This is an optimization exercise on Yosys and OpenROAD, whose aim is small area, a short achievable clock period and few clock cycles per item, not a production implementation.
The RTL was checked by simulation tests, not by an equivalence proof against the original design.
Power and IR drop assume default switching activity.

## main
## fx_arith_top
module fx_arith_top (
  input  logic             clk,
  input  logic             rst_n,
  input  logic             in_valid,
  output logic             in_ready,
  input  fx_pkg::fx_word_t num_a,     
  input  fx_pkg::fx_word_t num_b,     
  input  logic             op_mul,
  output logic             out_valid,
  input  logic             out_ready,
  output fx_pkg::fx_word_t result,
  output logic             overflow,
  output logic             precision_lost
);
For scale: roughly 910 cells after synthesis, roughly 82 flip-flops, ~9300 µm² of cells after synthesis.
Settings: LEC_CHECK=0, ABC_AREA=1, CAP_MARGIN=20, CORE_MARGIN=2, CORE_UTILIZATION=40, CTS_BUF_LIST=sky130_fd_sc_hd__clkbuf_4 sky130_fd_sc_hd__clkbuf_8, SETUP_SLACK_MARGIN=1.8, SLEW_MARGIN=20; clock period 5.5 ns.
standard.sh (not shown) runs the stock make flow with config.mk's settings and CLKGATE_MAP_FILE= SYNTH_SCRIPT=/design/flow/synth_recipe.tcl, a recipe that flattens the netlist after the stock synthesis.
==> flow/flow/run.sh <==
#!/bin/bash
# Own layout flow: the standard flow, with the design's one-gate modules
# (full and half adders, Booth select gates) given as the cells they stand
# for. Everything else, registers included, goes through the standard
# synthesis unchanged. Ports are buffered with plain buffers rather than
# delay cells, and the resizer may change a cell's footprint.
set -euo pipefail
work=$(pwd)
python3 flow/subst.py design.v flow/cells.v > design_cells.v 2> subst.log
bash standard.sh VERILOG_FILES="$work/design_cells.v" \
  BUFFER_PORTS_ARGS="-buffer_cell sky130_fd_sc_hd__buf_1" \
  MATCH_CELL_FOOTPRINT=0 finish > standard.log 2>&1
Other scripts of this flow, unchanged in this note and not shown: flow/flow/cells.v, flow/flow/subst.py
Every stage of the flow completed for main, and the final layout passed the timing, DRC and antenna checks.
Testbench counts of main, summed over its fixed seeds: cycles 12,016, items 12,000.
#### Input delta (the feature branch over main)
Settings: changing SETUP_SLACK_MARGIN from 1.8 to 2.1; changing ABC_AREA from 1 to 0.
==> flow/flow/run.sh <==
#!/bin/bash
# Own layout flow: the standard flow, with the design's one-gate modules
# (full and half adders, Booth select gates, multiplexers) given as the
# cells they stand for. Everything else, registers included, goes through
# the standard synthesis unchanged. Ports are buffered with plain buffers
# rather than delay cells, the resizer may change a cell's footprint, and
# after global placement each register output with a large fanout gets a
# buffer (flow/bufregs.tcl).
set -euo pipefail
work=$(pwd)
python3 flow/subst.py design.v flow/cells.v > design_cells.v 2> subst.log
bash standard.sh VERILOG_FILES="$work/design_cells.v" \
  BUFFER_PORTS_ARGS="-buffer_cell sky130_fd_sc_hd__buf_1" \
  MATCH_CELL_FOOTPRINT=0 \
  POST_GLOBAL_PLACE_TCL="$work/flow/bufregs.tcl" finish > standard.log 2>&1
==> flow/flow/bufregs.tcl (new file) <==
# After global placement: give every register output that drives many pins a
# buffer of its own, so that the register (a weak edfxtp_1) drives one pin
# and the buffer drives the rest.
set nbuf 0
foreach inst [get_cells *] {
  if { [get_property $inst ref_name] ne "sky130_fd_sc_hd__edfxtp_1" } { continue }
  set q [get_pins -of_objects $inst -filter "direction == output"]
  set net [get_nets -of_objects $q]
  set loads [get_pins -of_objects $net -filter "direction == input"]
  if { [llength $loads] > 6 } {
    insert_buffer -buffer_cell sky130_fd_sc_hd__buf_4 -net [get_full_name $net]
    incr nbuf
  }
}
puts "bufregs: buffered $nbuf register outputs"
[summary]
Looking at the reports, the feature branch completed the entire flow and the layout it produced met the timing, DRC and antenna checks.
Looking at sequential element share of the synthesized area across the feature branch and main, the one that comes out higher is the feature branch.
Going from main to the feature branch, clock power share shrinks by 0.3 points.
The power consumption of the feature branch was inferior to that of main.
For main, the cell with the largest stage delay on the worst path was edfxtp_1, unlike the feature branch, where it was fa_2.
Diff main -> the feature branch: share of total power in sequential cells went down, die width went down, non-clock buffer count in the final layout went down, final wirelength went down, clock buffer count from CTS did not really move.


Another version of the RTL of fx_arith_top (not shown whole).
Size: ~910 cells after synthesis, roughly 82 flip-flops, roughly 9500 µm² of cells after synthesis.
clock: 5.5 ns
lec_check: 0
abc_area: 1
cap_margin: 20
core_margin: 2
core_utilization: 40
cts_buf_list: sky130_fd_sc_hd__clkbuf_4 sky130_fd_sc_hd__clkbuf_8
setup_slack_margin: 0.8
slew_margin: 20
==> flow/flow/run.sh <==
#!/bin/bash
# Own layout flow: the standard flow, with the design's one-gate modules
# (full and half adders, Booth select gates) given as the cells they stand
# for. Everything else, registers included, goes through the standard
# synthesis unchanged. Ports are buffered with plain buffers rather than
# delay cells, and the resizer may change a cell's footprint.
set -euo pipefail
work=$(pwd)
python3 flow/subst.py design.v flow/cells.v > design_cells.v 2> subst.log
bash standard.sh VERILOG_FILES="$work/design_cells.v" \
  BUFFER_PORTS_ARGS="-buffer_cell sky130_fd_sc_hd__buf_1" \
  MATCH_CELL_FOOTPRINT=0 finish > standard.log 2>&1
==> flow/flow/cells.v <==
// Cell-level bodies for the design's one-gate modules. flow/run.sh puts
// these in place of the RTL bodies before synthesis, so that each module
// becomes exactly the cell named here; the function is the same.
module fx_fa (input a, input b, input c, output s, output co);
  sky130_fd_sc_hd__fa_1 u (.A(a), .B(b), .CIN(c), .SUM(s), .COUT(co));
endmodule

module fx_ha (input a, input b, output s, output co);
  sky130_fd_sc_hd__ha_1 u (.A(a), .B(b), .SUM(s), .COUT(co));
endmodule

module fx_hai (input a, input b, output s, output co);
  sky130_fd_sc_hd__xnor2_1 us (.A(a), .B(b), .Y(s));
  sky130_fd_sc_hd__or2_1 uc (.A(a), .B(b), .X(co));
endmodule

module fx_aoi22 (input a, input b, input c, input d, output y);
  sky130_fd_sc_hd__a22oi_1 u (.A1(a), .A2(b), .B1(c), .B2(d), .Y(y));
endmodule

module fx_xor2 (input a, input b, output y);
  sky130_fd_sc_hd__xor2_1 u (.A(a), .B(b), .X(y));
endmodule

module fx_xnor2 (input a, input b, output y);
  sky130_fd_sc_hd__xnor2_1 u (.A(a), .B(b), .Y(y));
endmodule

module fx_nand2 (input a, input b, output y);
  sky130_fd_sc_hd__nand2_1 u (.A(a), .B(b), .Y(y));
endmodule

module fx_mux2i (input a0, input a1, input s, output y);
  sky130_fd_sc_hd__mux2i_1 u (.A0(a0), .A1(a1), .S(s), .Y(y));
endmodule
==> flow/flow/subst.py <==
#!/usr/bin/env python3
"""subst.py DESIGN CELLS: DESIGN with every module that CELLS defines taken
out, and CELLS appended, on stdout."""
import re
import sys

design = open(sys.argv[1]).read()
cells = open(sys.argv[2]).read()
names = re.findall(r'^\s*module\s+(\w+)', cells, re.M)
for n in names:
    pat = re.compile(r'^\s*module\s+' + n + r'\b.*?^\s*endmodule\b[^\n]*\n?', re.M | re.S)
    design, k = pat.subn('', design)
    print(f'{n}: replaced {k}', file=sys.stderr)
sys.stdout.write(design + '\n' + cells)
The starting point finished clean.
Testbench counts at the start, summed over its fixed seeds: cycles 12,016, items 12,000.
Change:
Settings changed: SETUP_SLACK_MARGIN 0.8 to 1.6.
Effect: Sequential share of layout area shrinks by 1.3 points. Area after synthesis does not change. Hold slack is about the same. Total power increases by 1.4%. Core utilization rose by 2.5 points. Clock skew hardly moves. Die area does not change. Setup slack is better by 0.10 ns. Non-clock buffer count rises by 63.
Change:
Settings changed: SETUP_SLACK_MARGIN 1.6 to 1.2.
Utilization decreases by 2.5 points.
Critical path depth increases by 1.
Via count decreases by about 4%.

separate check: timing with driven ports:
No port has a modelled driver above. Below, the same layouts with a new extraction and two added sets of constraints. Step 1 assumes that a clkbuf_16 drives the clock port and a buf_2 every other input. Step 2 adds t to the input delays and takes it off the output delays; t is the mean of the earliest and latest rising clock arrival at the registers after step 1. Input paths then give back, and output paths get back, about the clock's delay inside the block. a / b / c = ideal ports / drivers / drivers and shift; a / b = the first two.
run | t (ns) | slack for setup (ns) | worst setup path at the end
main | 0.417 | 1.886 / 1.886 / 1.886 | register to register
the feature branch | 0.421 | 1.726 / 1.685 / 1.894 | register to register
the first run of note 2 | 0.422 | 1.655 / 1.655 / 1.655 | register to register
the second run of note 2 | 0.421 | 1.755 / 1.755 / 1.755 | register to register
the third run of note 2 | 0.422 | 1.655 / 1.655 / 1.655 | register to register
After both steps every run listed still meets setup and hold.
